Context: an optimization exercise on an open-source flow, tuned for small area, a short achievable clock period and few clock cycles per item. The choices shown serve that exercise and are no tape-out recipe.
At most, simulation tests tie the RTL to the original design; equivalence was not proved.
The RTL of runs 1 to 3 was laid out without a check of its function.
Power is estimated from default activity; no workload was simulated.

--- flow/config.mk ---
export PLATFORM = sky130hd
export DESIGN_NAME = adc_channel_smoother_deadband
export DESIGN_NICKNAME = adc_channel_smoother_deadband
export VERILOG_FILES = /design/flow/design.v
export SDC_FILE = /design/flow/constraint.sdc
export NUM_CORES = 4
export LEC_CHECK = 0
export CAP_MARGIN = 20
export CORE_MARGIN = 2
export CORE_UTILIZATION = 40
export SLEW_MARGIN = 20
--- flow/constraint.sdc ---
create_clock -name core_clock -period 13.0 [get_ports {clk_i}]
set_input_delay 2.6000 -clock core_clock [delete_from_list [all_inputs] [get_ports {clk_i}]]
set_output_delay 2.6000 -clock core_clock [all_outputs]
set_load 0.01 [all_outputs]
--- flow/design.v ---
`default_nettype none
package acsd_pkg;
  localparam int unsigned ChanW    = 6;
  localparam int unsigned SmpW     = 12;
  localparam int unsigned ScaledW  = 16;
  localparam int unsigned EnableW  = 64;
endpackage
`default_nettype wire
`default_nettype none
module acsd_add #(
  parameter int unsigned W = 8
) (
  input  logic [W-1:0] a_i,
  input  logic [W-1:0] b_i,
  input  logic         ci_i,
  output logic [W-1:0] s_o
);
  localparam int unsigned L = $clog2(W) + 1;
  logic [W-1:0] g [L];
  logic [W-1:0] p [L];
  logic [W-1:0] c;
  always_comb begin
    g[0] = a_i & b_i;
    p[0] = a_i ^ b_i;
    g[0][0] = (a_i[0] & b_i[0]) | (ci_i & (a_i[0] ^ b_i[0]));
    for (int l = 1; l < L; l++) begin
      for (int i = 0; i < W; i++) begin
        if (i >= (1 << (l - 1))) begin
          g[l][i] = g[l-1][i] | (p[l-1][i] & g[l-1][i - (1 << (l - 1))]);
          p[l][i] = p[l-1][i] & p[l-1][i - (1 << (l - 1))];
        end else begin
          g[l][i] = g[l-1][i];
          p[l][i] = p[l-1][i];
        end
      end
    end
    c[0] = ci_i;
    for (int i = 1; i < W; i++) begin
      c[i] = g[L-1][i-1];
    end
    s_o = p[0] ^ c;
  end
endmodule
module acsd_update (
  input  logic [11:0] avg_i,
  input  logic [11:0] raw_i,
  output logic [11:0] new_o
);
  logic [14:0] x, y, z, cs_s, cs_c, cs_c2;
  logic [12:0] diff;
  logic [14:0] up, dn, us, uc, um, ds, dc, dm;
  logic        raw_ge;
  acsd_add #(.W(13)) u_cmp (
    .a_i  ({1'b0, raw_i}),
    .b_i  (~{1'b0, avg_i}),
    .ci_i (1'b1),
    .s_o  (diff)
  );
  assign raw_ge = ~diff[12];
  assign x     = {avg_i, 3'b000};
  assign y     = {3'b000, raw_i};
  assign z     = ~{3'b000, avg_i};
  assign cs_s  = x ^ y ^ z;
  assign cs_c  = (x & y) | (x & z) | (y & z);
  assign cs_c2 = {cs_c[13:0], 1'b0};
  assign us = cs_s ^ cs_c2 ^ 15'd5;
  assign um = (cs_s & cs_c2) | (cs_s & 15'd5) | (cs_c2 & 15'd5);
  assign uc = {um[13:0], 1'b0};
  assign ds = cs_s ^ cs_c2 ^ 15'h7ffd;
  assign dm = (cs_s & cs_c2) | (cs_s & 15'h7ffd) | (cs_c2 & 15'h7ffd);
  assign dc = {dm[13:0], 1'b0};
  acsd_add #(.W(15)) u_up (
    .a_i  (us),
    .b_i  (uc),
    .ci_i (1'b0),
    .s_o  (up)
  );
  acsd_add #(.W(15)) u_dn (
    .a_i  (ds),
    .b_i  (dc),
    .ci_i (1'b0),
    .s_o  (dn)
  );
  assign new_o = raw_ge ? up[14:3] : dn[14:3];
endmodule
`default_nettype wire
`default_nettype none
module acsd_scale (
  input  logic [11:0] n_i,
  output logic [3:0]  q_o
);
  logic [15:0] t;    
  always_comb begin
    t[0] = 1'b1;
    for (int k = 1; k <= 15; k++) begin
      t[k] = (n_i >= 12'(273 * k - 136));
    end
    q_o[3] = t[8];
    q_o[2] = (t[4] & ~t[8]) | t[12];
    q_o[1] = (t[2] & ~t[4]) | (t[6] & ~t[8]) | (t[10] & ~t[12]) | t[14];
    q_o[0] = (t[1] & ~t[2]) | (t[3] & ~t[4]) | (t[5] & ~t[6]) | (t[7] & ~t[8]) |
             (t[9] & ~t[10]) | (t[11] & ~t[12]) | (t[13] & ~t[14]) | t[15];
  end
endmodule
`default_nettype wire
`default_nettype none
module acsd_fifo #(
  parameter int unsigned Depth = 5
) (
  input  logic        clk_i,
  input  logic        rst_ni,
  input  logic        cand_i,      
  input  logic        push_i,      
  input  logic [5:0]  push_ch_i,
  input  logic [11:0] push_n_i,
  input  logic        ready_i,
  output logic        valid_o,
  output logic [5:0]  ch_o,
  output logic [11:0] n_o,
  output logic [3:0]  q_o
);
  logic [17:0]      entry_q [Depth];
  logic [Depth-1:0] wr_oh_q, rd_oh_q;
  logic [Depth:1]   cnt_q, cnt_up, cnt_d;    
  logic             out_free, not_empty, q_push, q_pop;
  logic [17:0]      head, next_item;
  logic [3:0]       next_q;
  assign out_free  = !valid_o || ready_i;
  assign not_empty = cnt_q[1];
  assign q_pop     = out_free && not_empty;
  assign q_push    = push_i && (not_empty || !out_free);
  always_comb begin
    head = '0;
    for (int i = 0; i < Depth; i++) begin
      head = head | (entry_q[i] & {18{rd_oh_q[i]}});
    end
    next_item = not_empty ? head : {push_ch_i, push_n_i};
  end
  always_comb begin
    cnt_up = q_push ? {cnt_q[Depth-1:1], 1'b1} : cnt_q;
    cnt_d  = q_pop ? {1'b0, cnt_up[Depth:2]} : cnt_up;
  end
  acsd_scale u_scale (
    .n_i (next_item[11:0]),
    .q_o (next_q)
  );
  always_ff @(posedge clk_i or negedge rst_ni) begin
    if (!rst_ni) begin
      valid_o <= 1'b0;
      wr_oh_q <= Depth'(1);
      rd_oh_q <= Depth'(1);
      cnt_q   <= '0;
    end else begin
      valid_o <= not_empty || push_i || !out_free;
      if (q_push) begin
        wr_oh_q <= {wr_oh_q[Depth-2:0], wr_oh_q[Depth-1]};
      end
      if (q_pop) begin
        rd_oh_q <= {rd_oh_q[Depth-2:0], rd_oh_q[Depth-1]};
      end
      cnt_q <= cnt_d;
    end
  end
  always_ff @(posedge clk_i) begin
    if (out_free) begin
      {ch_o, n_o} <= next_item;
      q_o         <= next_q;
    end
  end
  for (genvar i = 0; i < Depth; i++) begin : g_entry
    always_ff @(posedge clk_i) begin
      if (cand_i && wr_oh_q[i]) begin
        entry_q[i] <= {push_ch_i, push_n_i};
      end
    end
  end
endmodule
`default_nettype wire
`default_nettype none
module adc_channel_smoother_deadband #(
  parameter int unsigned CHANNELS    = 64,
  parameter int unsigned SAMPLE_BITS = 12
) (
  input  logic         clk_i,
  input  logic         rst_ni,
  input  logic         sample_valid_i,
  output logic         sample_ready_o,
  input  logic         sample_kind_i,
  input  logic [5:0]   sample_channel_i,
  input  logic [11:0]  sample_raw_i,
  input  logic         sample_force_i,
  output logic         report_valid_o,
  input  logic         report_ready_i,
  output logic [5:0]   report_channel_o,
  output logic [15:0]  report_scaled_o,
  output logic [11:0]  report_smoothed_o,
  input  logic         cfg_valid_i,
  output logic         cfg_ready_o,
  input  logic         cfg_index_i,
  input  logic [63:0]  cfg_data_i
);
  localparam int unsigned QDepth = 5;             
  localparam int unsigned Cap    = QDepth + 1;    
  logic [63:0] en_q;
  logic        en_set_q;
  logic [11:0] db_q;
  assign cfg_ready_o = 1'b1;
  always_ff @(posedge clk_i) begin
    if (cfg_valid_i && !cfg_index_i) begin
      en_q <= cfg_data_i;
    end
  end
  always_ff @(posedge clk_i or negedge rst_ni) begin
    if (!rst_ni) begin
      en_set_q <= 1'b0;
      db_q     <= 12'd8;
    end else if (cfg_valid_i) begin
      if (!cfg_index_i) begin
        en_set_q <= 1'b1;
      end else begin
        db_q <= cfg_data_i[11:0];
      end
    end
  end
  logic        ready_q, v0_q, kind0_q, frc0_q;
  logic [5:0]  ch0_q;
  logic [7:0]  lo0_q, hi0_q;
  logic [11:0] raw0_q;
  logic        accept;
  assign sample_ready_o = ready_q;
  assign accept         = sample_valid_i && ready_q;
  always_ff @(posedge clk_i or negedge rst_ni) begin
    if (!rst_ni) begin
      v0_q <= 1'b0;
    end else begin
      v0_q <= accept;
    end
  end
  always_ff @(posedge clk_i) begin
    kind0_q <= sample_kind_i;
    ch0_q   <= sample_channel_i;
    raw0_q  <= sample_raw_i;
    frc0_q  <= sample_force_i;
    for (int j = 0; j < 8; j++) begin
      lo0_q[j] <= (sample_channel_i[2:0] == 3'(j));
      hi0_q[j] <= (sample_channel_i[5:3] == 3'(j));
    end
  end
  logic [63:0][11:0] avg_q, last_q;
  logic [63:0]       seeded_q;
  logic              seeds_ok_q;
  logic        r1_v_q, r1_sd_q, r1_frc_q, r2_v_q;
  logic [5:0]  r1_ch_q, r2_ch_q;
  logic [11:0] r1_avg_q, r2_last_q;
  logic [11:0] r1w_avg_q, r2w_last_q;
  logic [63:0] sel0;
  logic [7:0][11:0] avg_grp, last_grp;
  logic [7:0]  en_grp, sd_grp;
  logic [11:0] avg_rd, last_rd;
  logic        en_rd, sd_rd;
  always_comb begin
    for (int g = 0; g < 8; g++) begin
      for (int j = 0; j < 8; j++) begin
        sel0[8*g+j] = hi0_q[g] && lo0_q[j];
      end
    end
    avg_grp  = '0;
    last_grp = '0;
    en_grp   = '0;
    sd_grp   = '0;
    for (int g = 0; g < 8; g++) begin
      for (int j = 0; j < 8; j++) begin
        avg_grp[g]  = avg_grp[g]  | (avg_q[8*g+j]  & {12{lo0_q[j]}});
        last_grp[g] = last_grp[g] | (last_q[8*g+j] & {12{lo0_q[j]}});
        en_grp[g]   = en_grp[g]   | (en_q[8*g+j]     & lo0_q[j]);
        sd_grp[g]   = sd_grp[g]   | (seeded_q[8*g+j] & lo0_q[j]);
      end
    end
    avg_rd  = '0;
    last_rd = '0;
    en_rd   = 1'b0;
    sd_rd   = 1'b0;
    for (int g = 0; g < 8; g++) begin
      avg_rd  = avg_rd  | (avg_grp[g]  & {12{hi0_q[g]}});
      last_rd = last_rd | (last_grp[g] & {12{hi0_q[g]}});
      en_rd   = en_rd   | (en_grp[g] & hi0_q[g]);
      sd_rd   = sd_rd   | (sd_grp[g] & hi0_q[g]);
    end
  end
  logic is_smp0, ret0;
  assign is_smp0 = v0_q && !kind0_q && en_set_q && en_rd;
  assign ret0    = v0_q && !(is_smp0 && seeds_ok_q && sd_rd);
  always_ff @(posedge clk_i or negedge rst_ni) begin
    if (!rst_ni) begin
      seeds_ok_q <= 1'b0;
    end else begin
      seeds_ok_q <= 1'b1;
    end
  end
  always_ff @(posedge clk_i) begin
    seeded_q <= (((v0_q && kind0_q) || !seeds_ok_q) ? 64'd0 : seeded_q) |
                (is_smp0 ? sel0 : 64'd0);
  end
  logic        v1_q, sd1_q, frc1_q, fwd1_q;
  logic [5:0]  ch1_q;
  logic [11:0] raw1_q, avg1_q, last1_q, db1_q;
  always_ff @(posedge clk_i or negedge rst_ni) begin
    if (!rst_ni) begin
      v1_q <= 1'b0;
    end else begin
      v1_q <= is_smp0;
    end
  end
  always_ff @(posedge clk_i) begin
    sd1_q   <= seeds_ok_q && sd_rd;
    frc1_q  <= frc0_q;
    ch1_q   <= ch0_q;
    raw1_q  <= raw0_q;
    db1_q   <= db_q;
    avg1_q  <= (r1_v_q && (r1_ch_q == ch0_q)) ? r1_avg_q : avg_rd;
    last1_q <= (r2_v_q && (r2_ch_q == ch0_q)) ? r2_last_q : last_rd;
    fwd1_q  <= v1_q && (ch1_q == ch0_q);
  end
  logic [11:0] avg_s1, new_s1;
  assign avg_s1 = fwd1_q ? r1_avg_q : avg1_q;
  acsd_update u_update (
    .avg_i (avg_s1),
    .raw_i (raw1_q),
    .new_o (new_s1)
  );
  logic        fwd2_q;
  logic [11:0] last2_q, db2_q;
  always_ff @(posedge clk_i or negedge rst_ni) begin
    if (!rst_ni) begin
      r1_v_q <= 1'b0;
    end else begin
      r1_v_q <= v1_q;
    end
  end
  always_ff @(posedge clk_i) begin
    r1_sd_q  <= sd1_q;
    r1_frc_q <= frc1_q;
    r1_ch_q  <= ch1_q;
    r1_avg_q <= sd1_q ? new_s1 : raw1_q;
    if (v1_q) begin
      r1w_avg_q <= sd1_q ? new_s1 : raw1_q;
    end
    db2_q    <= db1_q;
    last2_q  <= (r2_v_q && (r2_ch_q == ch1_q)) ? r2_last_q : last1_q;
    fwd2_q   <= r1_v_q && (r1_ch_q == ch1_q);
  end
  logic [11:0] last_s2;
  logic [13:0] up_d, dn_d;
  logic        hit, push, ret2;
  assign last_s2 = fwd2_q ? r2_last_q : last2_q;
  logic [13:0] nn, ll, dd, up_s, up_m, dn_s, dn_m;
  assign nn   = {2'b00, r1_avg_q};
  assign ll   = {2'b00, last_s2};
  assign dd   = ~{2'b00, db2_q};
  assign up_s = nn ^ ~ll ^ dd;
  assign up_m = (nn & ~ll) | (nn & dd) | (~ll & dd);
  assign dn_s = ll ^ ~nn ^ dd;
  assign dn_m = (ll & ~nn) | (ll & dd) | (~nn & dd);
  acsd_add #(.W(14)) u_up (
    .a_i  (up_s),
    .b_i  ({up_m[12:0], 1'b1}),
    .ci_i (1'b1),
    .s_o  (up_d)
  );
  acsd_add #(.W(14)) u_dn (
    .a_i  (dn_s),
    .b_i  ({dn_m[12:0], 1'b1}),
    .ci_i (1'b1),
    .s_o  (dn_d)
  );
  assign hit  = r1_frc_q || !up_d[13] || !dn_d[13];
  assign push = r1_v_q && r1_sd_q && hit;
  assign ret2 = r1_v_q && r1_sd_q && !hit;
  always_ff @(posedge clk_i or negedge rst_ni) begin
    if (!rst_ni) begin
      r2_v_q <= 1'b0;
    end else begin
      r2_v_q <= r1_v_q;
    end
  end
  always_ff @(posedge clk_i) begin
    r2_ch_q   <= r1_ch_q;
    r2_last_q <= (r1_sd_q && !hit) ? last_s2 : r1_avg_q;
    if (r1_v_q) begin
      r2w_last_q <= (r1_sd_q && !hit) ? last_s2 : r1w_avg_q;
    end
  end
  for (genvar i = 0; i < 64; i++) begin : g_state
    always_ff @(posedge clk_i) begin
      if (r1_v_q && (r1_ch_q == 6'(i))) begin
        avg_q[i] <= r1w_avg_q;
      end
      if (r2_v_q && (r2_ch_q == 6'(i))) begin
        last_q[i] <= r2w_last_q;
      end
    end
  end
  logic [11:0] out_n;
  logic [3:0]  out_q;
  logic        pop;
  acsd_fifo #(
    .Depth (QDepth)
  ) u_fifo (
    .clk_i     (clk_i),
    .rst_ni    (rst_ni),
    .cand_i    (r1_v_q && r1_sd_q),
    .push_i    (push),
    .push_ch_i (r1_ch_q),
    .push_n_i  (r1w_avg_q),
    .ready_i   (report_ready_i),
    .valid_o   (report_valid_o),
    .ch_o      (report_channel_o),
    .n_o       (out_n),
    .q_o       (out_q)
  );
  assign report_smoothed_o = out_n;
  assign report_scaled_o   = {out_n, out_q};
  assign pop               = report_valid_o && report_ready_i;
  logic [Cap:1] used_q, used_a, used_b, used_c, used_d;
  always_comb begin
    used_a = accept ? {used_q[Cap-1:1], 1'b1} : used_q;
    used_b = ret0   ? {1'b0, used_a[Cap:2]} : used_a;
    used_c = pop    ? {1'b0, used_b[Cap:2]} : used_b;
    used_d = ret2   ? {1'b0, used_c[Cap:2]} : used_c;
  end
  always_ff @(posedge clk_i or negedge rst_ni) begin
    if (!rst_ni) begin
      used_q  <= '0;
      ready_q <= 1'b0;
    end else begin
      used_q  <= used_d;
      ready_q <= !used_d[Cap];
    end
  end
endmodule
`default_nettype wire
--- flow/run.sh ---
#!/bin/bash
# synth_recipe.tcl (not shown) runs the flow's synth.tcl, then flattens the netlist and writes it again
# the make line also repeats each setting of config.mk as NAME=value (left out here)
make -C /OpenROAD-flow-scripts/flow DESIGN_CONFIG=/design/flow/config.mk WORK_HOME=/design/flow/orfs CLKGATE_MAP_FILE= SYNTH_SCRIPT=/design/flow/synth_recipe.tcl finish
==> run_results.csv, run 1 <==
group,metric,value,unit
outcome,outcome,"no timing/DRC/antenna violations",
floorplanning,fp.dieW,437.2,um
clocking,clk_latency,0.84,ns
layout,final_common_cell,"edfxtp_1",
clocking,cts_hold_buf,0,
layout,nets,4937,
setup_path,r2r-start,"fwd1_q$_DFF_P_",
floorplanning,core,187200,um2
power,leakagePower,26.94,nW
worst_hold_path,hold_path_end,"db2_q[1]$_DFF_P_",
layout,nFillCells,16010,
global_routing,grt_pass1_vias,42630,
yosys,synth_compound_area_share,13.77,%
setup_path,regToRegEndpoint,"r1w_avg_q[11]$_DFFE_PP_",
floorplanning,dieHeight,437.2,um
yosys,synthCells,4522,
yosys,synth_flop_cell,"edfxtp_1",
yosys,syn-cell-area,75070,um2
setup_path,critPathKind,"reg -> reg",
clocking,clock_path_buffers,3,
power,vdd_drop_max,110.6,uV
yosys,synth.distinct_cells,84,
setup_path,crit_required,13.65,ns
global_routing,use_met3,3.770,%
place,gp_congestion,0.8806,
yosys,netlist.top_cell.by_area,"edfxtp_1",
clocking,numCtsBuffers,187,
clocking,cts_setup_buffers,0,
global_routing,grt_max_degree,111,
sta,finalCriticalPeriod,4.888,ns
drt,drc_errors,0,
clocking,cts_tree,"done",
sta,finalSetupTns,0,ns
yosys,synth_top_family_by_area,"compound AO/OA/AOI/OAI gates",
floorplanning,rows,159,
yosys,synth_edf_count,1736,
power,clkPwrFrac,39.1,%
power,p_comb_share,8.2,%
global_routing,grt_usage,21.47,%
layout,final_core_util,45.78,%
global_routing,overflow,0,
clocking,htree_num_levels,4,
yosys,synth.avg_cell_area,16.60,um2
power,powerDensity,157.4,nW/um2
yosys,synth_simple_gate_area_share,3.042,%
global_routing,met2_usage,33.98,%
yosys,synth_top_area_share,69.44,%
setup_path,crit_path_start_kind,"flop",
drt,antenna_left,0,
drt,dr.pass1.iters,6,
clocking,clk_pin_slew,0.06,ns
run,drv_cap,0,
drt,drt-total-wl,209400,um
layout,syn2layout_area_growth,14.17,%
worst_hold_path,holdPathStages,0,
worst_hold_path,hp-class,"reg -> reg",
clocking,clock_sinks,1997,
floorplanning,die_area,191200,um2
yosys,async_reset_ff_share,2.053,%
clocking,clock-root-buffer,"clkbuf_16",
power,p_seq_share,52.7,%
drt,avgRoutedWirePerCell,28.35,um
yosys,synth-seq-cells,1997,
sta,fin_skew,0.04087,ns
worst_hold_path,min_from,"db1_q[1]$_DFF_P_",
layout,drive_gt1_share,11.84,%
yosys,yosys-top-cells-area,"edfxtp_1, a22oi_1, dfxtp_1, a41oi_1, ha_1",
setup_path,endpoint_kind,"flop",
drt,routed_via_density,5.920,
yosys,synthXorXnorAreaFrac,0.6300,%
sta,finalSetupViolCount,0,
floorplanning,start_util,40.10,%
yosys,yosys.area_share.adder,2.207,%
drt,drtIter0Drc,5039,
yosys,synth.yosys.warnings,13,
power,p_int,10.41,mW
setup_path,crit_fanout,12,
clocking,post_cts_resized,0,
yosys,synth_mux_area_share,1.195,%
global_routing,grt_pass1_wl,302700,um
layout,final_cell_mix,"edfxtp_1, a22oi_1, nor2_1",
power,p_sw_share,22.84,%
floorplanning,pin_count,127,
sta,tightest_slew,1.190,ns
global_routing,antenna_found_initial,8,
place,hpwlAfterDp,120200,um
place,placed_area,79840,um2
global_routing,gr-usage-met1,30.50,%
setup_path,crit_arrival,5.54,ns
sta,period_share,37.60,%
place,port_buffers,125,
yosys,ys_seq_area_share,76.68,%
setup_path,r2r_cells,15,
sta,slew_headroom,19.97,%
sta,max_freq,204.6,MHz
drt,vias,43730,
sta,finalMaxSlewViolations,0,
sta,rsz0062_at_grt,"no",
global_routing,grt.busiest_layer,"met2",
setup_path,r2r_slack,8.11,ns
power,power.switching,3.082,mW
sta,hold_viol,0,
layout,stdcell_area,85700,um2
per-stage QoR:
stage | power (mW) | worst slack, ns | instances | hold slack, ns
2_1_floorplan | 7.953 | 7.023 | 4523 | 0.3096
3_3_place_gp | 8.323 | 7.921 | 7040 | 0.3123
3_5_place_dp | 8.335 | 7.888 | 7040 | 0.3121
4_1_cts | 13.55 | 8.078 | 7384 | 0.3228
5_1_grt | 13.91 | 7.794 | 7385 | 0.3292
6_report | 13.49 | 8.112 | 7387 | 0.3260
critical path, stage by stage (launching register included):
cell and delay, ns:
dfxtp_1 0.80, mux2i_1 0.45, inv_1 0.10, fa_1 0.52, inv_1 0.05, ha_1 0.29
inv_1 0.04, ha_1 0.33, a21oi_1 0.20, a21oi_1 0.15, o31ai_1 0.62, o21ai_0 0.25
o41ai_1 0.35, xnor2_1 0.13, mux2_2 0.27, mux2i_1 0.17
cells by family (layout without fill, tap and decap cells):
kind of cell | count (synthesis) | in the layout
muxes | 82 | 82
adders and majority gates | 114 | 114
buffers and inverters | 449 | 815
DFF | 1997 | 1997
AOI/OAI and AO/OA | 1349 | 1349
and+or+nand+nor | 476 | 476
other | 1 | 5
xor gates and xnor gates | 54 | 54
cells in the mapped netlist, types with 6 or more instances:
| library cell | number |
|---|---|
| buf_6 | 14 |
| a32o_1 | 65 |
| or3_1 | 10 |
| nor4_1 | 29 |
| a41oi_1 | 182 |
| dfrtp_1 | 38 |
| a31oi_1 | 21 |
| nand2_1 | 46 |
| dfxtp_1 | 220 |
| clkbuf_1 | 258 |
| xnor2_1 | 31 |
| a22oi_1 | 844 |
| edfxtp_1 | 1736 |
| nand3_1 | 23 |
| fa_1 | 31 |
| a31o_2 | 7 |
| nor3_1 | 11 |
| o31ai_1 | 9 |
| nor2_1 | 237 |
| buf_4 | 15 |
| mux2i_1 | 30 |
| a211oi_1 | 9 |
| a222oi_1 | 18 |
| o21ai_0 | 23 |
| nand4_1 | 60 |
| xor2_1 | 23 |
| inv_1 | 138 |
| and3_1 | 10 |
| nor3b_1 | 6 |
| nor2b_1 | 12 |
| a21oi_1 | 112 |
| mux2_2 | 51 |
| ha_1 | 82 |
| and2_1 | 7 |
| buf_1 | 17 |
metal layers:
layer	up-vias	share of wire, %
met3	288	8.3
met4	0	2.6
met1	22610	42
met5	-	0
met2	2015	47
li1	18820	-
power groups by stage:
| stage | sequential, mW | clock [mW] | combinational, mW |
|---|---|---|---|
| after CTS | 7.12 | 5.35 | 1.09 |
| after detailed placement | 7.25 | 0 | 1.08 |
| after floorplan | 7.24 | 0 | 0.718 |
| after global routing | 7.12 | 5.58 | 1.21 |
| after global placement | 7.25 | 0 | 1.07 |
| final | 7.12 | 5.28 | 1.10 |
registers in the layout, summed over array words and instances, names as in the netlist, 8 cells and up:
register	cells
db2_q	12
en_q	64
db1_q	12
seeded_q	64
u_fifo.entry_q	90
last2_q	12
r2_last_q	12
last_q	768
r1_avg_q	12
hi0_q	8
last1_q	12
u_fifo.n_o	12
db_q	12
avg1_q	12
r2w_last_q	12
avg_q	768
raw1_q	12
lo0_q	8
r1w_avg_q	12
raw0_q	12
final cells by class:
cell class                      count  area (um2)  area share (%)
Sequential cell                  1997       57600           67.20
Timing Repair Buffer              328        2845           3.320
Antenna cell                        3       7.507        0.008760
Inverter                          143       541.8          0.6321
Clock buffer                      260        5187           6.053
Multi-Input combinational cell   2077       15750           18.37
Clock inverter                     84       658.1          0.7679
Tap cell                         2495        3122           3.642
worst max-delay path by stage:
stage / from / end / slack (ns) / depth (start not counted)
after floorplan: cfg_index_i / en_q[0]$_DFFE_PP_ / 7.02 / 1
after global placement: report_ready_i / u_fifo.cnt_q[4]$_DFF_PN0_ / 7.92 / 7
after detailed placement: report_ready_i / u_fifo.cnt_q[3]$_DFF_PN0_ / 7.89 / 7
after CTS: fwd1_q$_DFF_P_ / r1w_avg_q[11]$_DFFE_PP_ / 8.08 / 15
after global routing: fwd1_q$_DFF_P_ / r1w_avg_q[11]$_DFFE_PP_ / 7.79 / 15
final: fwd1_q$_DFF_P_ / r1w_avg_q[11]$_DFFE_PP_ / 8.11 / 15
==> inputs of run 2 (changes only) <==
--- a/flow/config.mk
+++ b/flow/config.mk
@@ -8,4 +8,6 @@
 export CAP_MARGIN = 20
 export CORE_MARGIN = 2
 export CORE_UTILIZATION = 40
+export CTS_BUF_LIST = sky130_fd_sc_hd__clkbuf_8
+export CTS_CLUSTER_SIZE = 30
 export SLEW_MARGIN = 20
==> run 2 against run 1 <==
  * Sequential power about the same
  * Largest cell class unchanged
  * Critical endpoint unchanged
  * Synthesized cell count did not move
  * Combinational power hardly changed
  * Area after synthesis unchanged
  * Critical path type unchanged
  * Register-to-register slack got worse by 0.02 ns
  * Still clean on timing, DRC and antenna
  * Maximum frequency is 0.48% lower
  * Core utilization fell by 0.16 points
  * Sequential cell count did not move
  * Non-clock buffer count increased by 1
  * Sequential share of layout area increased by 0.24 points
==> run_results.csv, run 2 <==
group,metric,value,unit
outcome,outcome,"no timing/DRC/antenna violations",
power,powerDensity,152.5,nW/um2
setup_path,endpoint_kind,"flop",
yosys,ys_top_cells_by_count,"edfxtp_1, a22oi_1, clkbuf_1",
sta,finalSetupTns,0,ns
sta,max_freq,203.6,MHz
sta,rsz0062_at_grt,"no",
clocking,clk_pin_slew,0.06,ns
run,drv_cap,0,
layout,syn2layout_area_growth,13.76,%
global_routing,grt_usage,21.57,%
setup_path,r2r_cells,15,
floorplanning,start_util,40.10,%
sta,finalMaxSlewViolations,0,
drt,avgRoutedWirePerCell,27.81,um
layout,multi_input_area,15750,um2
clocking,cts_tree,"done",
floorplanning,dieHeight,437.2,um
yosys,synth.avg_cell_area,16.60,um2
setup_path,crit_arrival,5.73,ns
power,total_power,13.02,mW
layout,final_cell_mix,"edfxtp_1, a22oi_1, clkbuf_8",
yosys,netlist.top_cell.by_area,"edfxtp_1",
setup_path,crit_required,13.82,ns
layout,nFillCells,16140,
layout,final_common_cell,"edfxtp_1",
power,leakagePower,27.33,nW
sta,finalSetupViolCount,0,
clocking,cts_hold_buf,0,
clocking,htree_num_levels,5,
setup_path,regToRegEndpoint,"r1w_avg_q[11]$_DFFE_PP_",
yosys,synth.most_common_cell,"edfxtp_1",
worst_hold_path,min_from,"raw0_q[6]$_DFF_P_",
layout,nets,5066,
layout,final_core_util,45.62,%
sta,period_share,37.78,%
setup_path,crit_fanout,12,
layout,regArea,57600,um2
clocking,cts_setup_buffers,0,
clocking,clock_sinks,1997,
yosys,synth_edf_count,1736,
place,dp_cells,7040,
sta,finalCriticalPeriod,4.912,ns
setup_path,crit_path_frequent_cell,"inv_1",
floorplanning,rows,159,
drt,routed_via_density,5.868,
setup_path,crit_path_start_kind,"flop",
yosys,synth_top_area_share,69.44,%
sta,fin_skew,0.04584,ns
drt,drtIter0Drc,4777,
worst_hold_path,hp-class,"reg -> reg",
clocking,numCtsBuffers,315,
global_routing,antenna_found_initial,9,
global_routing,grt_pass1_vias,43670,
floorplanning,die_area,191200,um2
layout,drive_gt1_share,13.38,%
yosys,ys_seq_area_share,76.68,%
worst_hold_path,hold_path_end,"raw1_q[6]$_DFF_P_",
global_routing,overflow,0,
floorplanning,fp.dieW,437.2,um
yosys,synth.yosys.warnings,13,
yosys,syn-cell-area,75070,um2
setup_path,slowest_stage,"dfxtp_1",
layout,final_cells,7588,
place,placed_area,79840,um2
drt,dr.pass1.iters,6,
sta,tightest_slew,1.213,ns
setup_path,critPathKind,"reg -> reg",
floorplanning,core,187200,um2
yosys,yosys-top-cells-area,"edfxtp_1, a22oi_1, dfxtp_1, a41oi_1, ha_1",
clocking,post_cts_resized,0,
place,gp_congestion,0.8806,
drt,drt-total-wl,211100,um
yosys,synthCells,4522,
place,hpwlAfterDp,120200,um
yosys,synth_flop_cell,"edfxtp_1",
floorplanning,pin_count,127,
clocking,clock_path_buffers,4,
sta,slew_headroom,18.38,%
layout,reg_top3,"avg_q (768), last_q (768), u_fifo.entry_q (90)",
yosys,async_reset_ff_share,2.053,%
setup_path,slowest_delay,0.80,ns
place,port_buffers,125,
sta,hold_viol,0,
drt,drc_errors,0,
yosys,synth-seq-cells,1997,
worst_hold_path,holdPathStages,0,
setup_path,r2r-start,"fwd1_q$_DFF_P_",
layout,stdcell_area,85400,um2
drt,vias,44530,
yosys,synth.distinct_cells,84,
drt,antenna_left,0,
global_routing,grt_max_degree,111,
setup_path,r2r_slack,8.09,ns
global_routing,grt_pass1_wl,304100,um
setup_path,path_cells,"mux2i_1, inv_1, fa_1, inv_1, ha_1, inv_1, ha_1, a21oi_1, a21oi_1, o31ai_1, o21ai_0, o41ai_1, xnor2_1, mux2_2, mux2i_1",
power,vdd_drop_max,109.7,uV
clocking,clock-root-buffer,"clkbuf_8",
clocking,clk_latency,1.02,ns
run 2: cell types whose count changed in the layout (fill, tap and decap cells not counted), moves of 2 or more:
| cell | delta |
|---|---|
| bufinv_16 | -2 |
| clkbuf_1 | -54 |
| clkbuf_16 | -193 |
| clkbuf_2 | -2 |
| clkbuf_8 | +314 |
| clkinv_1 | +35 |
| clkinv_2 | -11 |
| clkinvlp_4 | +3 |
| inv_1 | +117 |
| inv_6 | -5 |
run 2: cells by family (layout without fill, tap and decap cells):
logic type	Yosys count	after routing	share of synthesized area, %
flip-flops	1997	1997	76.68
multiplexers	82	82	1.195
other	1	6	0.004995
AND/OR/NAND/NOR	476	476	3.042
adder cells (fa/ha/maj)	114	114	2.207
XOR/XNOR	54	54	0.6300
AO/OA/AOI/OAI	1349	1349	13.77
buffers and inverters	449	1015	2.470
run 2: area by class of cell:
class | instances | area share, %
flip-flops and latches | 1997 | 67.45
multi-input cells | 2077 | 18.44
clock buffers | 324 | 5.222
well taps | 2495 | 3.656
repair buffers | 329 | 3.338
clock inverters | 219 | 1.254
inverters | 143 | 0.6344
diodes | 4 | 0.01172
run 2: power breakdown:
| part | internal (mW) | leakage, nW | switching, mW |
|---|---|---|---|
| Clock | 2.44 | 3.25 | 2.36 |
| Combinational | 0.421 | 6.09 | 0.678 |
| Sequential | 7.04 | 18.0 | 0.0832 |
| Total | 9.90 | 27.3 | 3.13 |
run 2: critical path, delay by kind of cell, from the launching register on:
family          cells  cell delay, ns
fa+ha+maj           3            1.15
compound gates      5            1.55
mux                 3            0.90
flops               1            0.80
buf+inv             3            0.19
xor+xnor            1            0.13
run 2: how the worst max path moves through the flow:
stage                        start                        end  slack (ns)  depth (start not counted)
floorplan              cfg_index_i          en_q[0]$_DFFE_PP_        7.02                          1
global placement    report_ready_i  u_fifo.cnt_q[4]$_DFF_PN0_        7.92                          7
detailed placement  report_ready_i  u_fifo.cnt_q[3]$_DFF_PN0_        7.89                          7
CTS                 fwd1_q$_DFF_P_    r1w_avg_q[11]$_DFFE_PP_        8.06                         15
global route        fwd1_q$_DFF_P_    r1w_avg_q[11]$_DFFE_PP_        7.80                         15
finish              fwd1_q$_DFF_P_    r1w_avg_q[11]$_DFFE_PP_        8.09                         15
run 2: per-layer routing:
metal,global-route usage [%],part of all wire [%],vias up
met1,30.38,43,22900
met2,34.14,47,2174
met3,3.797,8.1,334
met4,6.657,2.6,2
li1,-,-,19120
met5,0,0.0057,-
run 2: metrics by stage:
step / hold WS [ns] / worst slack, ns
finish: 0.3192 / 8.088
global route: 0.3257 / 7.796
CTS: 0.3141 / 8.061
detailed placement: 0.3121 / 7.888
global placement: 0.3123 / 7.921
floorplan: 0.3096 / 7.023
==> inputs of run 3 (changes only) <==
==> flow/flow/run.sh (new file) <==
#!/bin/bash
# Layout: the standard flow (standard.sh), with two changes to how the layout is
# made: the port buffers are buf_2 cells, and timing repair aims at a slack margin
# below the fixed 13 ns period, so that the paths are sized for a short achieved period.
# The clock period and constraints are the standard flow's, unchanged.
set -euo pipefail
bash standard.sh \
  "BUFFER_PORTS_ARGS=-buffer_cell sky130_fd_sc_hd__buf_2" \
  "SETUP_SLACK_MARGIN=${ACSD_SETUP_MARGIN:-9.0}" \
  finish > standard_flow.log 2>&1
==> flow/standard.sh (new file) <==
#!/bin/bash
# synth_recipe.tcl (not shown) runs the flow's synth.tcl, then flattens the netlist and writes it again
# the make line also repeats each setting of config.mk as NAME=value (left out here)
make -C /OpenROAD-flow-scripts/flow DESIGN_CONFIG=/design/flow/config.mk WORK_HOME=/design/flow/orfs CLKGATE_MAP_FILE= SYNTH_SCRIPT=/design/flow/synth_recipe.tcl "${@:-finish}"
--- a/flow/config.mk
+++ b/flow/config.mk
@@ -8,6 +8,4 @@
 export CAP_MARGIN = 20
 export CORE_MARGIN = 2
 export CORE_UTILIZATION = 40
-export CTS_BUF_LIST = sky130_fd_sc_hd__clkbuf_8
-export CTS_CLUSTER_SIZE = 30
 export SLEW_MARGIN = 20
removed: flow/run.sh
==> run 3 against run 2 <==
  * Total power is 4.3% higher
  * Register-to-register slack better by 1.0 ns
  * First-iteration DRC count is 4.8% higher
  * Synthesized cell count stayed put
  * Final cell count is 2.2% lower
  * Clock power is 9.4% higher
  * Die area stayed put
==> run_results.csv, run 3 <==
group,metric,value,unit
drt,drtIter0Drc,5004,
clocking,clock_path_buffers,3,
sta,tightest_slew,1.215,ns
sta,max_freq,251.2,MHz
power,p_seq_share,52.4,%
yosys,netlist.top_cell.by_area,"edfxtp_1",
drt,dr.pass1.iters,5,
yosys,synth_flop_cell,"edfxtp_1",
yosys,synth_top_family_by_area,"compound AO/OA/AOI/OAI gates",
sta,finalCriticalPeriod,3.981,ns
global_routing,grt_pass1_wl,301300,um
yosys,ys_seq_area_share,76.68,%
yosys,synth.most_common_cell,"edfxtp_1",
yosys,synth_compound_area_share,13.77,%
worst_hold_path,holdPathStages,0,
sta,finalMaxSlewViolations,0,
floorplanning,die_area,191200,um2
place,dp_cells,7042,
layout,drive_gt1_share,15.67,%
power,p_comb_share,8.9,%
global_routing,grt_max_degree,117,
run,drv_cap,0,
clocking,clk_latency,0.82,ns
layout,regArea,57600,um2
layout,syn2layout_area_growth,14.19,%
setup_path,path_cells,"buf_2",
outcome,outcome,"no timing/DRC/antenna violations",
layout,final_common_cell,"edfxtp_1",
floorplanning,fp.dieW,437.2,um
floorplanning,dieHeight,437.2,um
floorplanning,core,187200,um2
global_routing,grt_usage,21.31,%
place,port_buffers,125,
yosys,async_reset_ff_share,2.053,%
setup_path,crit_path_start_kind,"flop",
sta,slew_headroom,18.25,%
drt,antenna_left,0,
global_routing,overflow,0,
yosys,synthXorXnorAreaFrac,0.6300,%
drt,dr_wl_met3,17550,um
drt,highest_layer,"met5",
yosys,synth_simple_gate_area_share,3.042,%
layout,final_cells,7420,
global_routing,grt_pass1_vias,42770,
layout,stdcell_area,85720,um2
setup_path,critPathKind,"reg -> out",
yosys,synth-seq-cells,1997,
yosys,yosys.area_share.adder,2.207,%
place,gp_congestion,0.8730,
clocking,numCtsBuffers,187,
yosys,synth.yosys.warnings,13,
drt,route.met2.wl,99690,um
sta,holdWs,0.3230,ns
yosys,synth.distinct_cells,84,
power,vdd_drop_max,155.3,uV
floorplanning,rows,159,
clocking,cts_hold_buf,0,
setup_path,slowest_delay,0.41,ns
sta,finalSetupViolCount,0,
sta,period_share,30.62,%
layout,final_cell_mix,"edfxtp_1, a22oi_1, nor2_1",
setup_path,r2r_cells,11,
drt,avgRoutedWirePerCell,28.25,um
sta,rsz0062_at_grt,"yes",
power,leakagePower,27.20,nW
power,p_int,10.43,mW
drt,wl_met1,87920,um
yosys,synthCells,4522,
setup_path,slowest_stage,"dfrtp_1",
yosys,synth_top_area_share,69.44,%
layout,reg_top3,"avg_q (768), last_q (768), u_fifo.entry_q (90)",
drt,drt-total-wl,209600,um
clocking,clk_pin_slew,0.07,ns
layout,nFillCells,15960,
place,hpwlAfterDp,121100,um
global_routing,antenna_found_initial,11,
yosys,ys_top_cells_by_count,"edfxtp_1, a22oi_1, clkbuf_1",
worst_hold_path,hp-class,"reg -> reg",
setup_path,critical_path_cell_count,1,
sta,fin_skew,0.02329,ns
drt,drc_errors,0,
sta,hold_viol,0,
clocking,clock-root-buffer,"clkbuf_16",
sta,finalSetupTns,0,ns
power,p_sw_share,23.17,%
clocking,cts_tree,"done",
power,total_power,13.58,mW
setup_path,crit_required,10.40,ns
power,clkPwrFrac,38.7,%
setup_path,cp_num_buf_inv,1,
yosys,synth.avg_cell_area,16.60,um2
yosys,syn-cell-area,75070,um2
yosys,synth_mux_area_share,1.195,%
layout,multi_input_area,16090,um2
place,placed_area,79230,um2
yosys,yosys-top-cells-area,"edfxtp_1, a22oi_1, dfxtp_1, a41oi_1, ha_1",
yosys,synth_edf_count,1736,
clocking,htree_num_levels,4,
floorplanning,start_util,40.10,%
layout,nets,4964,
power,powerDensity,158.4,nW/um2
power,power.switching,3.146,mW
setup_path,crit_arrival,1.38,ns
setup_path,endpoint_kind,"primary output",
drt,routed_via_density,5.944,
setup_path,crit_fanout,4,
drt,vias,44110,
floorplanning,pin_count,127,
setup_path,cp_top_family,"flip-flops",
clocking,clock_sinks,1997,
-- run 3: changes by cell type in the layout (fill, tap and decap cells not counted), sizes merged, moves of 2 or more --
cell,before,now
buf,205,354
clkbuf,324,243
clkdlybuf4s50,124,0
clkinv,91,93
clkinvlp,6,2
inv,258,146
-- run 3: kinds of logic after synthesis --
logic type,Yosys count
XOR/XNOR,54
AND/OR/NAND/NOR,476
AO/OA/AOI/OAI,1349
other,1
multiplexers,82
flip-flops,1997
adder cells (fa/ha/maj),114
buffers and inverters,449
-- run 3: power groups by stage --
stage | logic (mW) | registers (mW) | clock network (mW)
6_report | 1.21 | 7.12 | 5.25
5_1_grt | 1.32 | 7.12 | 5.57
4_1_cts | 1.11 | 7.12 | 5.32
3_5_place_dp | 1.08 | 7.25 | 0
3_3_place_gp | 1.06 | 7.25 | 0
2_1_floorplan | 0.724 | 7.24 | 0
-- run 3: metrics by stage --
step	utilization, %	setup WS [ns]
final	45.79	9.019
after global routing	45.79	8.942
after detailed placement	42.32	8.367
after CTS	45.54	8.923
after floorplan	-	8.991
after global placement	42.32	8.393
-- run 3: worst paths after layout --
check | from | end | slack [ns]
min in group asynchronous | rst_ni | u_fifo.rd_oh_q[4]$_DFFE_PN0P_ | 1.81
min reg2reg | db1_q[6]$_DFF_P_ | db2_q[6]$_DFF_P_ | 0.32
max | u_fifo.valid_o$_DFF_PN0_ | report_valid_o | 9.02
min | db1_q[6]$_DFF_P_ | db2_q[6]$_DFF_P_ | 0.32
max in group asynchronous | rst_ni | db_q[4]$_DFFE_PN0P_ | 10.77
max reg2reg | lo0_q[1]$_DFF_P_ | used_q[4]$_DFF_PN0_ | 9.09
-- run 3: layout make-up --
cell class | instances | share of cell area [%]
sequential | 1997 | 67.19
clock buffer | 242 | 5.945
timing repair buffer | 355 | 2.941
multi-input combinational | 2077 | 18.77
inverter | 143 | 0.6393
clock inverter | 106 | 0.8553
tap | 2495 | 3.642
antenna | 5 | 0.01460
-- run 3: metal layers --
metal,vias to the layer above,GRT usage (%)
li1,18880,-
met1,22880,30.02
met2,2073,34.21
met3,263,3.938
met4,8,5.245
met5,-,0
-- run 3: timing repair --
action | CTS | global route
pin swaps | 3 | 16
gates resized for setup | 35 | 50
setup endpoints to repair | 80 | 69
cloned | 0 | 1
buffers inserted | 4 | 19
==> inputs of run 4 (changes only) <==
--- a/flow/design.v
+++ b/flow/design.v
@@ -317,7 +317,8 @@
     ch1_q   <= ch0_q;
     raw1_q  <= raw0_q;
     db1_q   <= db_q;
-    avg1_q  <= (r1_v_q && (r1_ch_q == ch0_q)) ? r1_avg_q : avg_rd;
+    avg1_q  <= !(seeds_ok_q && sd_rd) ? raw0_q :
+               (r1_v_q && (r1_ch_q == ch0_q)) ? r1_avg_q : avg_rd;
     last1_q <= (r2_v_q && (r2_ch_q == ch0_q)) ? r2_last_q : last_rd;
     fwd1_q  <= v1_q && (ch1_q == ch0_q);
   end
@@ -341,9 +342,9 @@
     r1_sd_q  <= sd1_q;
     r1_frc_q <= frc1_q;
     r1_ch_q  <= ch1_q;
-    r1_avg_q <= sd1_q ? new_s1 : raw1_q;
+    r1_avg_q <= new_s1;
     if (v1_q) begin
-      r1w_avg_q <= sd1_q ? new_s1 : raw1_q;
+      r1w_avg_q <= new_s1;
     end
     db2_q    <= db1_q;
     last2_q  <= (r2_v_q && (r2_ch_q == ch1_q)) ? r2_last_q : last1_q;
==> run 4 against run 3 <==
  * Still clean
  * Die area is 0.29% lower
  * Routed wire length down 0.57%
  * Combinational power fell by 11%
  * Register-to-register slack about the same
  * Total power increased by 2.2%
  * Critical path depth is the same
  * Via count is 0.42% lower
  * Largest power group unchanged
==> run_results.csv, run 4 <==
group,metric,value,unit
outcome,outcome,"no timing/DRC/antenna violations",
clocking,cts_tree,"done",
drt,antenna_left,0,
drt,dr_wl_met3,17990,um
yosys,synth.yosys.warnings,13,
yosys,yosys.area_share.adder,2.213,%
sta,rsz0062_at_grt,"yes",
global_routing,overflow,0,
sta,tightest_slew,1.189,ns
yosys,yosys-top-cells-area,"edfxtp_1, a22oi_1, dfxtp_1, a41oi_1, ha_1",
setup_path,cp_num_buf_inv,1,
sta,finalSetupViolCount,0,
setup_path,crit_fanout,2,
floorplanning,pin_count,127,
setup_path,cp_top_family,"flip-flops",
setup_path,crit_path_start_kind,"flop",
clocking,htree_num_levels,4,
layout,nFillCells,15680,
setup_path,path_cells,"buf_2",
layout,reg_top3,"avg_q (768), last_q (768), u_fifo.entry_q (90)",
sta,holdWs,0.3292,ns
drt,route.met2.wl,96190,um
yosys,synthCells,4535,
layout,nets,4961,
clocking,cts_hold_buf,0,
sta,finalMaxSlewViolations,0,
clocking,clock_path_buffers,3,
place,placed_area,79000,um2
setup_path,slowest_delay,0.43,ns
power,total_power,13.87,mW
place,dp_cells,7028,
yosys,synth_top_family_by_area,"compound AO/OA/AOI/OAI gates",
yosys,netlist.top_cell.by_area,"edfxtp_1",
sta,hold_viol,0,
yosys,synth-seq-cells,1997,
setup_path,crit_required,10.40,ns
clocking,clock-root-buffer,"clkbuf_16",
clocking,clock_sinks,1997,
yosys,synth_top_area_share,69.64,%
clocking,numCtsBuffers,192,
place,port_buffers,125,
floorplanning,core,185600,um2
floorplanning,die_area,190600,um2
clocking,clk_latency,0.85,ns
sta,max_freq,246.8,MHz
drt,highest_layer,"met5",
global_routing,grt_usage,21.18,%
yosys,synth.distinct_cells,72,
sta,slew_headroom,19.98,%
sta,finalCriticalPeriod,4.052,ns
yosys,synth.most_common_cell,"edfxtp_1",
floorplanning,fp.dieW,436.6,um
layout,syn2layout_area_growth,14.51,%
layout,drive_gt1_share,15.29,%
place,gp_congestion,0.8549,
sta,fin_skew,0.02792,ns
drt,drc_errors,0,
yosys,synth_compound_area_share,13.40,%
worst_hold_path,hp-class,"reg -> reg",
run,drv_cap,0,
yosys,synth_simple_gate_area_share,3.420,%
sta,finalSetupTns,0,ns
yosys,synth_edf_count,1736,
drt,drtIter0Drc,5067,
floorplanning,dieHeight,436.6,um
layout,final_cells,7406,
sta,period_share,31.17,%
layout,final_common_cell,"edfxtp_1",
layout,final_cell_mix,"edfxtp_1, a22oi_1, dfxtp_1",
yosys,synth.avg_cell_area,16.51,um2
yosys,ys_seq_area_share,76.90,%
setup_path,endpoint_kind,"primary output",
layout,stdcell_area,85710,um2
drt,drt-total-wl,208400,um
power,powerDensity,161.8,nW/um2
setup_path,critPathKind,"reg -> out",
drt,routed_via_density,5.930,
floorplanning,start_util,40.32,%
yosys,synthXorXnorAreaFrac,0.5499,%
yosys,async_reset_ff_share,2.053,%
global_routing,grt_pass1_vias,42450,
power,leakagePower,27.38,nW
drt,avgRoutedWirePerCell,28.14,um
global_routing,grt_pass1_wl,298900,um
yosys,syn-cell-area,74850,um2
floorplanning,rows,158,
setup_path,slowest_stage,"edfxtp_1",
global_routing,antenna_found_initial,3,
drt,wl_met1,88170,um
yosys,synth_mux_area_share,1.187,%
global_routing,grt_max_degree,122,
power,vdd_drop_max,166.5,uV
yosys,synth_flop_cell,"edfxtp_1",
setup_path,crit_arrival,1.45,ns
place,hpwlAfterDp,116600,um
drt,vias,43920,
drt,dr.pass1.iters,8,
clocking,clk_pin_slew,0.06,ns
yosys,ys_top_cells_by_count,"edfxtp_1, a22oi_1, clkbuf_1",
[run 4: cell types whose count changed after synthesis, sizes merged, moves of 11 or more]
cell,previous run,this run
nor2,237,204
nor4,30,14
buf,48,63
nand2,46,78
a21oi,113,124
a41oi,182,134
clkbuf,258,242
nand4,61,107
[run 4: metrics by stage]
step           worst slack (ns)  utilization, %
2_1_floorplan             8.991               -
5_1_grt                   8.902           46.17
3_5_place_dp              8.293           42.56
3_3_place_gp              8.310           42.56
4_1_cts                   8.907           45.97
6_report                  8.948           46.17
[run 4: logic make-up after synthesis]
| group | count (synthesis) |
|---|---|
| flops | 1997 |
| mux | 83 |
| xor+xnor | 47 |
| other cells | 1 |
| simple gates | 522 |
| compound gates | 1333 |
| buf+inv | 438 |
| fa+ha+maj | 114 |
[run 4: final timing paths]
path / start / to / slack [ns] / cells past startpoint
min: db1_q[5]$_DFF_P_ / db2_q[5]$_DFF_P_ / 0.33 / 0
max reg2reg: fwd1_q$_DFF_P_ / r1w_avg_q[11]$_DFFE_PP_ / 9.09 / 15
max: u_fifo.n_o[10]$_DFFE_PN_ / report_smoothed_o[10] / 8.95 / 1
min in group asynchronous: rst_ni / u_fifo.rd_oh_q[3]$_DFFE_PN0P_ / 1.76 / 1
max in group asynchronous: rst_ni / u_fifo.valid_o$_DFF_PN0_ / 10.78 / 1
min reg2reg: db1_q[5]$_DFF_P_ / db2_q[5]$_DFF_P_ / 0.33 / 0
[run 4: metal layers]
metal / up-vias / track usage (%)
met1: 22750 / 30.26
li1: 18860 / -
met5: - / 0
met3: 304 / 3.919
met2: 2003 / 32.93
met4: 4 / 6.435
[run 4: repair_timing]
item,4_1_cts,5_1_grt
cloned,0,1
buffers inserted,4,11
resized for setup,14,48
pin swaps,0,9
setup endpoints to repair,97,68
[run 4: report_power, final]
part           switching, mW  total [mW]  leakage, nW  internal (mW)
clock network           2.44        5.52         3.06           3.08
registers              0.155        7.27         18.0           7.12
logic                  0.699        1.08         6.32          0.381
total                   3.29        13.9         27.4           10.6
[run 4: area by class of cell]
type	count	area [um2]	area share [%]
sequential	1997	57600	67.20
multi-input combinational	2101	15880	18.53
clock buffer	253	5271	6.150
tap	2480	3103	3.620
timing repair buffer	333	2371	2.766
clock inverter	107	978.4	1.142
inverter	133	501.7	0.5854
antenna	2	5.005	0.005839
Testbench counts of run 4, summed over its fixed seeds: cycles 24,353, items 24,000.
==> inputs of run 5 (changes only) <==
--- a/flow/design.v
+++ b/flow/design.v
@@ -252,7 +252,6 @@
   logic        r1_v_q, r1_sd_q, r1_frc_q, r2_v_q;
   logic [5:0]  r1_ch_q, r2_ch_q;
   logic [11:0] r1_avg_q, r2_last_q;
-  logic [11:0] r1w_avg_q, r2w_last_q;
   logic [63:0] sel0;
   logic [7:0][11:0] avg_grp, last_grp;
   logic [7:0]  en_grp, sd_grp;
@@ -343,9 +342,6 @@
     r1_frc_q <= frc1_q;
     r1_ch_q  <= ch1_q;
     r1_avg_q <= new_s1;
-    if (v1_q) begin
-      r1w_avg_q <= new_s1;
-    end
     db2_q    <= db1_q;
     last2_q  <= (r2_v_q && (r2_ch_q == ch1_q)) ? r2_last_q : last1_q;
     fwd2_q   <= r1_v_q && (r1_ch_q == ch1_q);
@@ -387,17 +383,14 @@
   always_ff @(posedge clk_i) begin
     r2_ch_q   <= r1_ch_q;
     r2_last_q <= (r1_sd_q && !hit) ? last_s2 : r1_avg_q;
-    if (r1_v_q) begin
-      r2w_last_q <= (r1_sd_q && !hit) ? last_s2 : r1w_avg_q;
-    end
   end
   for (genvar i = 0; i < 64; i++) begin : g_state
     always_ff @(posedge clk_i) begin
       if (r1_v_q && (r1_ch_q == 6'(i))) begin
-        avg_q[i] <= r1w_avg_q;
+        avg_q[i] <= r1_avg_q;
       end
       if (r2_v_q && (r2_ch_q == 6'(i))) begin
-        last_q[i] <= r2w_last_q;
+        last_q[i] <= r2_last_q;
       end
     end
   end
@@ -412,7 +405,7 @@
     .cand_i    (r1_v_q && r1_sd_q),
     .push_i    (push),
     .push_ch_i (r1_ch_q),
-    .push_n_i  (r1w_avg_q),
+    .push_n_i  (r1_avg_q),
     .ready_i   (report_ready_i),
     .valid_o   (report_valid_o),
     .ch_o      (report_channel_o),
==> run 5 against run 4 <==
  * Clock power decreased by 4.3%
  * Worst hold slack got worse by 0.018 ns
  * Routed wire length decreased by 3.0%
  * Synthesized cell count decreased by 0.95%
  * Maximum frequency increased by 2.3%
  * Clock-buffer cell count increased by 6
  * Die area decreased by 0.96%
  * Via count decreased by 1.7%
  * Register-to-register slack improved by 0.07 ns
  * Highest routed layer unchanged
==> run_results.csv, run 5 <==
group,metric,value,unit
outcome,outcome,"no timing/DRC/antenna violations",
clocking,clk_latency,0.82,ns
setup_path,slowest_delay,0.39,ns
floorplanning,rows,158,
global_routing,grt_pass1_vias,42220,
sta,finalMaxSlewViolations,0,
global_routing,grt_pass1_wl,290600,um
power,power.switching,4.087,mW
drt,dr.pass1.iters,8,
drt,drtIter0Drc,4702,
yosys,yosys-top-cells-area,"edfxtp_1, a22oi_1, dfxtp_1, ha_1, a41oi_1",
layout,final_cells,7357,
power,p_sw_share,26.56,%
yosys,synth.avg_cell_area,16.50,um2
floorplanning,dieHeight,434.5,um
power,vdd_drop_max,112.2,uV
yosys,synth_mux_area_share,1.234,%
yosys,synth-seq-cells,1973,
drt,vias,43170,
layout,nets,4919,
floorplanning,die_area,188800,um2
drt,drt-total-wl,202100,um
power,p_seq_share,52.0,%
setup_path,cp_top_family,"flip-flops",
yosys,synth_simple_gate_area_share,3.467,%
clocking,htree_num_levels,4,
place,hpwlAfterDp,112900,um
place,dp_cells,6991,
run,drv_cap,0,
clocking,cts_tree,"done",
place,gp_congestion,0.8389,
yosys,synth.most_common_cell,"edfxtp_1",
setup_path,crit_fanout,2,
yosys,ys_seq_area_share,76.68,%
yosys,synth.distinct_cells,73,
sta,finalSetupViolCount,0,
yosys,yosys.area_share.adder,2.221,%
yosys,synth.yosys.warnings,13,
yosys,synth_top_family_by_area,"compound AO/OA/AOI/OAI gates",
floorplanning,core,184800,um2
yosys,synthCells,4492,
clocking,clock_sinks,1973,
yosys,netlist.top_cell.by_area,"edfxtp_1",
floorplanning,start_util,40.10,%
yosys,syn-cell-area,74130,um2
place,port_buffers,125,
yosys,synthXorXnorAreaFrac,0.5790,%
global_routing,grt_usage,20.88,%
power,powerDensity,181.7,nW/um2
layout,reg_top3,"avg_q (768), last_q (768), u_fifo.entry_q (90)",
sta,finalSetupTns,0,ns
layout,nFillCells,15780,
clocking,clock_path_buffers,3,
drt,avgRoutedWirePerCell,27.47,um
power,p_comb_share,13.7,%
clocking,clk_pin_slew,0.07,ns
setup_path,crit_path_start_kind,"flop",
global_routing,grt_max_degree,108,
power,p_int,11.30,mW
drt,drc_errors,0,
sta,holdWs,0.3112,ns
layout,drive_gt1_share,15.35,%
yosys,synth_edf_count,1712,
yosys,ys_top_cells_by_count,"edfxtp_1, a22oi_1, clkbuf_1",
drt,antenna_left,0,
drt,routed_via_density,5.868,
setup_path,crit_required,10.40,ns
global_routing,overflow,0,
power,clkPwrFrac,34.3,%
setup_path,critPathKind,"reg -> out",
setup_path,crit_arrival,1.36,ns
sta,hold_viol,0,
yosys,synth_flop_cell,"edfxtp_1",
setup_path,path_cells,"buf_2",
clocking,cts_hold_buf,0,
setup_path,slowest_stage,"edfxtp_1",
layout,final_cell_mix,"edfxtp_1, a22oi_1, nor2_1",
floorplanning,fp.dieW,434.5,um
setup_path,cp_num_buf_inv,1,
clocking,clock-root-buffer,"clkbuf_16",
sta,tightest_slew,1.088,ns
setup_path,endpoint_kind,"primary output",
global_routing,antenna_found_initial,6,
floorplanning,pin_count,127,
power,leakagePower,26.92,nW
sta,slew_headroom,25.59,%
yosys,synth_compound_area_share,13.45,%
yosys,async_reset_ff_share,2.078,%
layout,syn2layout_area_growth,14.24,%
sta,finalCriticalPeriod,3.959,ns
layout,final_common_cell,"edfxtp_1",
sta,rsz0062_at_grt,"yes",
clocking,numCtsBuffers,188,
yosys,synth_top_area_share,69.35,%
sta,period_share,30.45,%
worst_hold_path,hp-class,"reg -> reg",
sta,max_freq,252.6,MHz
sta,fin_skew,0.02968,ns
==> run 5: timing repair <==
| item | CTS | global route |
|---|---|---|
| pin swaps | 0 | 1 |
| resized for setup | 21 | 41 |
| buffers inserted | 3 | 10 |
| endpoints found under the setup margin | 67 | 72 |
| cloned | 0 | 2 |
==> run 5: per-stage QoR <==
| step | area [um2] | util, % | total power [mW] | setup slack (ns) |
|---|---|---|---|---|
| after CTS | 84330 | 45.62 | 15.36 | 8.969 |
| after detailed placement | 78290 | 42.36 | 10.11 | 8.259 |
| after global placement | 78290 | 42.35 | 10.06 | 8.291 |
| after floorplan | 74160 | - | 9.185 | 8.991 |
| after global routing | 84680 | 45.81 | 15.91 | 8.952 |
| final | 84680 | 45.81 | 15.39 | 9.041 |
==> run 5: final timing paths <==
| kind | to | slack, ns | cells after the start | start |
|---|---|---|---|---|
| min in group asynchronous | u_fifo.cnt_q[2]$_DFF_PN0_ | 1.77 | 1 | rst_ni |
| max reg2reg | avg1_q[4]$_DFF_P_ | 9.16 | 10 | lo0_q[2]$_DFF_P_ |
| min reg2reg | db2_q[9]$_DFF_P_ | 0.31 | 0 | db1_q[9]$_DFF_P_ |
| max | report_smoothed_o[1] | 9.04 | 1 | u_fifo.n_o[1]$_DFFE_PN_ |
| max in group asynchronous | used_q[6]$_DFF_PN0_ | 10.78 | 1 | rst_ni |
| min | db2_q[9]$_DFF_P_ | 0.31 | 0 | db1_q[9]$_DFF_P_ |
==> run 5: final cells by class <==
| cell class | count | area, um2 | area share, % |
|---|---|---|---|
| antenna | 3 | 7.507 | 0.008865 |
| clock buffer | 259 | 5149 | 6.080 |
| clock inverter | 89 | 763.2 | 0.9013 |
| inverter | 117 | 442.9 | 0.5230 |
| multi-input combinational | 2094 | 15770 | 18.62 |
| sequential | 1973 | 56920 | 67.22 |
| tap | 2480 | 3103 | 3.664 |
| timing repair buffer | 341 | 2525 | 2.982 |
| timing repair inverter | 1 | 5.005 | 0.005910 |
==> run 5: logic make-up after synthesis <==
kind of cell | Yosys count
flops | 1973
xor+xnor | 49
compound gates | 1325
mux | 84
simple gates | 521
fa+ha+maj | 113
buf+inv | 426
other cells | 1
==> run 5: power groups by stage <==
stage	Combinational, mW	Sequential [mW]	Clock (mW)
after CTS	1.98	8.03	5.35
after floorplan	0.770	8.41	0
final	2.11	8.00	5.28
after global routing	2.29	8.02	5.60
after global placement	1.87	8.18	0
after detailed placement	1.92	8.19	0
==> run 5: layer usage <==
| metal | wire [um] | global-route usage (%) | vias to the layer above | share of wire [%] |
|---|---|---|---|---|
| li1 | - | - | 18740 | - |
| met4 | 5715 | 6.745 | 4 | 2.8 |
| met2 | 97510 | 33.83 | 1804 | 48 |
| met5 | 32 | 0 | - | 0.016 |
| met3 | 14550 | 3.478 | 297 | 7.2 |
| met1 | 84260 | 28.75 | 22330 | 42 |
Testbench counts of run 5, summed over its fixed seeds: cycles 24,353, items 24,000.
==> inputs of run 6 (changes only) <==
--- a/flow/config.mk
+++ b/flow/config.mk
@@ -7,5 +7,8 @@
 export LEC_CHECK = 0
 export CAP_MARGIN = 20
 export CORE_MARGIN = 2
-export CORE_UTILIZATION = 40
+export CORE_UTILIZATION = 50
+export CTS_BUF_LIST = sky130_fd_sc_hd__clkbuf_16
+export CTS_CLUSTER_DIAMETER = 100
+export CTS_CLUSTER_SIZE = 28
 export SLEW_MARGIN = 20
==> run 6 against run 5 <==
  * Routed wire length decreased by 1.5%
  * Still clean on timing, DRC and antenna
  * Highest routed layer is now met4
  * First-iteration DRC count increased by 1.9%
  * Critical endpoint is now report_scaled_o[1]
  * Via count decreased by 2.3%
  * Core utilization increased by 8.7 points
  * Worst setup slack improved by 0.046 ns
  * Final cell count decreased by 10%
  * Largest cell class unchanged
==> run_results.csv, run 6 <==
group,metric,value,unit
outcome,outcome,"no timing/DRC/antenna violations",
yosys,synth.most_common_cell,"edfxtp_1",
yosys,synth_top_area_share,69.35,%
yosys,syn-cell-area,74130,um2
place,gp_congestion,0.9223,
drt,antenna_left,0,
setup_path,cp_num_buf_inv,1,
clocking,clk_pin_slew,0.11,ns
yosys,netlist.top_cell.by_area,"edfxtp_1",
clocking,htree_num_levels,3,
worst_hold_path,holdPathStages,0,
drt,drtIter0Drc,4790,
setup_path,path_cells,"buf_2",
layout,nFillCells,11680,
yosys,ys_top_cells_by_count,"edfxtp_1, a22oi_1, clkbuf_1",
floorplanning,core,147500,um2
place,dp_slack,8.124,ns
floorplanning,rows,141,
power,leakagePower,25.35,nW
worst_hold_path,min_from,"db1_q[4]$_DFF_P_",
setup_path,crit_start,"u_fifo.q_o[1]$_DFFE_PN_",
run,drv_cap,0,
yosys,synth.yosys.warnings,13,
yosys,synth_flop_cell,"edfxtp_1",
sta,layout_setup_ws,9.087,ns
floorplanning,fp.dieW,389.0,um
clocking,numCtsBuffers,82,
clocking,clock_path_buffers,3,
clocking,clock_sinks,1973,
floorplanning,dieHeight,389.0,um
yosys,synth.avg_cell_area,16.50,um2
setup_path,crit_arrival,1.31,ns
setup_path,endpoint_kind,"primary output",
drt,drc_errors,0,
layout,drive_gt1_share,12.63,%
yosys,synthCells,4492,
power,total_power,13.21,mW
setup_path,slowest_delay,0.41,ns
setup_path,crit_fanout,1,
global_routing,gr-usage-met1,37.36,%
drt,drt-total-wl,199100,um
layout,final_common_cell,"edfxtp_1",
place,port_buffers,125,
global_routing,grt_usage,25.79,%
sta,finalSetupViolCount,0,
drt,dr.pass1.iters,6,
setup_path,critical_path_cell_count,1,
layout,syn2layout_area_growth,8.507,%
sta,max_freq,255.6,MHz
global_routing,met2_usage,41.64,%
global_routing,grt_max_degree,112,
sta,finalMaxSlewViolations,0,
drt,routed_via_density,6.403,
yosys,yosys-top-cells-area,"edfxtp_1, a22oi_1, dfxtp_1, ha_1, a41oi_1",
yosys,async_reset_ff_share,2.078,%
yosys,synth-seq-cells,1973,
clocking,cts_tree,"done",
global_routing,grt_pass1_wl,286400,um
global_routing,antenna_found_initial,4,
sta,fin_skew,0.05477,ns
floorplanning,die_area,151300,um2
layout,stdcell_area,80430,um2
setup_path,slowest_stage,"edfxtp_1",
worst_hold_path,hp-class,"reg -> reg",
sta,period_share,30.10,%
setup_path,crit_path_start_kind,"flop",
setup_path,crit_required,10.40,ns
place,hpwlAfterDp,111900,um
power,powerDensity,164.3,nW/um2
clocking,clk_latency,0.75,ns
setup_path,critPathKind,"reg -> out",
layout,reg_top3,"avg_q (768), last_q (768), u_fifo.entry_q (90)",
yosys,synth_edf_count,1712,
yosys,synth.distinct_cells,73,
sta,slew_headroom,24.35,%
global_routing,use_met3,3.075,%
sta,finalCriticalPeriod,3.913,ns
setup_path,cp_top_family,"flip-flops",
global_routing,grt.busiest_layer,"met2",
global_routing,overflow,0,
setup_path,r2r-start,"fwd1_q$_DFF_P_",
clocking,cts_hold_buf,0,
drt,avgRoutedWirePerCell,30.22,um
sta,hold_viol,0,
layout,final_cell_mix,"edfxtp_1, a22oi_1, nor2_1",
setup_path,r2r_cells,13,
sta,finalSetupTns,0,ns
sta,rsz0062_at_grt,"yes",
global_routing,grt_pass1_vias,40120,
drt,vias,42180,
floorplanning,pin_count,127,
floorplanning,start_util,50.26,%
clocking,clock-root-buffer,"clkbuf_16",
sta,tightest_slew,1.135,ns
place,placed_area,77520,um2
layout,nets,4803,
yosys,ys_seq_area_share,76.68,%
power,vdd_drop_max,173.4,uV
==> run 6: where the power goes <==
part	total, mW	internal [mW]	switching, mW
Combinational	2.15	0.533	1.61
Clock	3.14	1.23	1.91
Sequential	7.93	7.81	0.122
==> run 6: timing repair <==
| item | 4_1_cts | 5_1_grt |
|---|---|---|
| resized for setup | 36 | 41 |
| setup buffers | 7 | 3 |
| pin swaps | 0 | 1 |
| cloned | 1 | 0 |
| endpoints found under the setup margin | 26 | 28 |
==> run 6: area by class of cell <==
class,instances,area [um2],share of cell area (%)
antenna,3,7.507,0.009334
clock buffer,83,2077,2.582
tap,1930,2415,3.002
timing repair buffer,331,2449,3.044
clock inverter,56,377.9,0.4698
timing repair inverter,1,5.005,0.006222
inverter,117,446.7,0.5553
sequential,1973,56920,70.76
multi-input combinational,2094,15740,19.57
==> run 6: kinds of logic after synthesis <==
kind of cell	synth area share, %
flip-flops	76.68
AO/OA/AOI/OAI	13.45
AND/OR/NAND/NOR	3.467
buffers and inverters	2.358
adder cells (fa/ha/maj)	2.221
multiplexers	1.234
XOR/XNOR	0.5790
other	0.005059
==> run 6: layer usage <==
metal	part of all wire, %	vias to the layer above
met3	6.7	247
met4	2.9	0
met2	48	1657
li1	-	18360
met1	42	21920
met5	0	-
==> run 6: path summary, 6_finish.rpt <==
| kind | end | slack [ns] |
|---|---|---|
| max in group asynchronous | used_q[1]$_DFFE_PN0P_ | 10.69 |
| min in group asynchronous | u_fifo.rd_oh_q[1]$_DFFE_PN0P_ | 1.83 |
| setup reg to reg | r1_avg_q[9]$_DFF_P_ | 9.13 |
| setup / recovery | report_scaled_o[1] | 9.09 |
| hold reg to reg | db2_q[4]$_DFF_P_ | 0.34 |
| hold / removal | db2_q[4]$_DFF_P_ | 0.34 |
==> run 6: per-stage QoR <==
step	instances	util (%)	hold slack (ns)
after floorplan	4493	-	0.3096
after global placement	6434	52.56	0.3110
after detailed placement	6434	52.56	0.3121
after CTS	6581	54.40	0.3382
after global routing	6587	54.53	0.3434
final	6588	54.54	0.3365

==> static timing again, ports no longer ideal <==
Ports are ideal in the flow. The routed layouts listed here were re-timed in OpenROAD.
Step 1, drivers: a clkbuf_16 drives clk_i and a buf_2 each remaining input, both assumed.
Step 2 moves the port delays by t, midway between the first and last clock arrival at a register: inputs arrive t later, outputs are due t later. That takes back most of the time a late clock gives input paths.
Slacks: ideal / step 1 / step 2; pairs: ideal / step 1.
| run | t, ns | slack for setup (ns) | worst setup path at the end | latest minus earliest clock arrival (ns) | worst data-port slew with drivers (ns) |
|---|---|---|---|---|---|
| run 1 | 0.910 | 8.112 / 8.112 / 7.961 | input to register | 0.044 / 0.044 | 0.18 |
| run 2 | 1.075 | 8.088 / 8.088 / 7.934 | input to register | 0.053 / 0.053 | 0.18 |
| run 3 | 0.891 | 9.019 / 8.940 / 8.605 | input to register | 0.029 / 0.029 | 0.17 |
| run 4 | 0.915 | 8.948 / 8.871 / 8.510 | input to register | 0.037 / 0.037 | 0.06 |
| run 5 | 0.889 | 9.041 / 8.956 / 8.521 | input to register | 0.034 / 0.034 | 0.07 |
| run 6 | 0.806 | 9.087 / 9.003 / 8.511 | input to register | 0.055 / 0.055 | 0.10 |
After both steps every run listed still meets setup and hold. The setup slack of run 6, which loses most, moves by -0.084 ns with the drivers and by -0.576 ns with both steps.
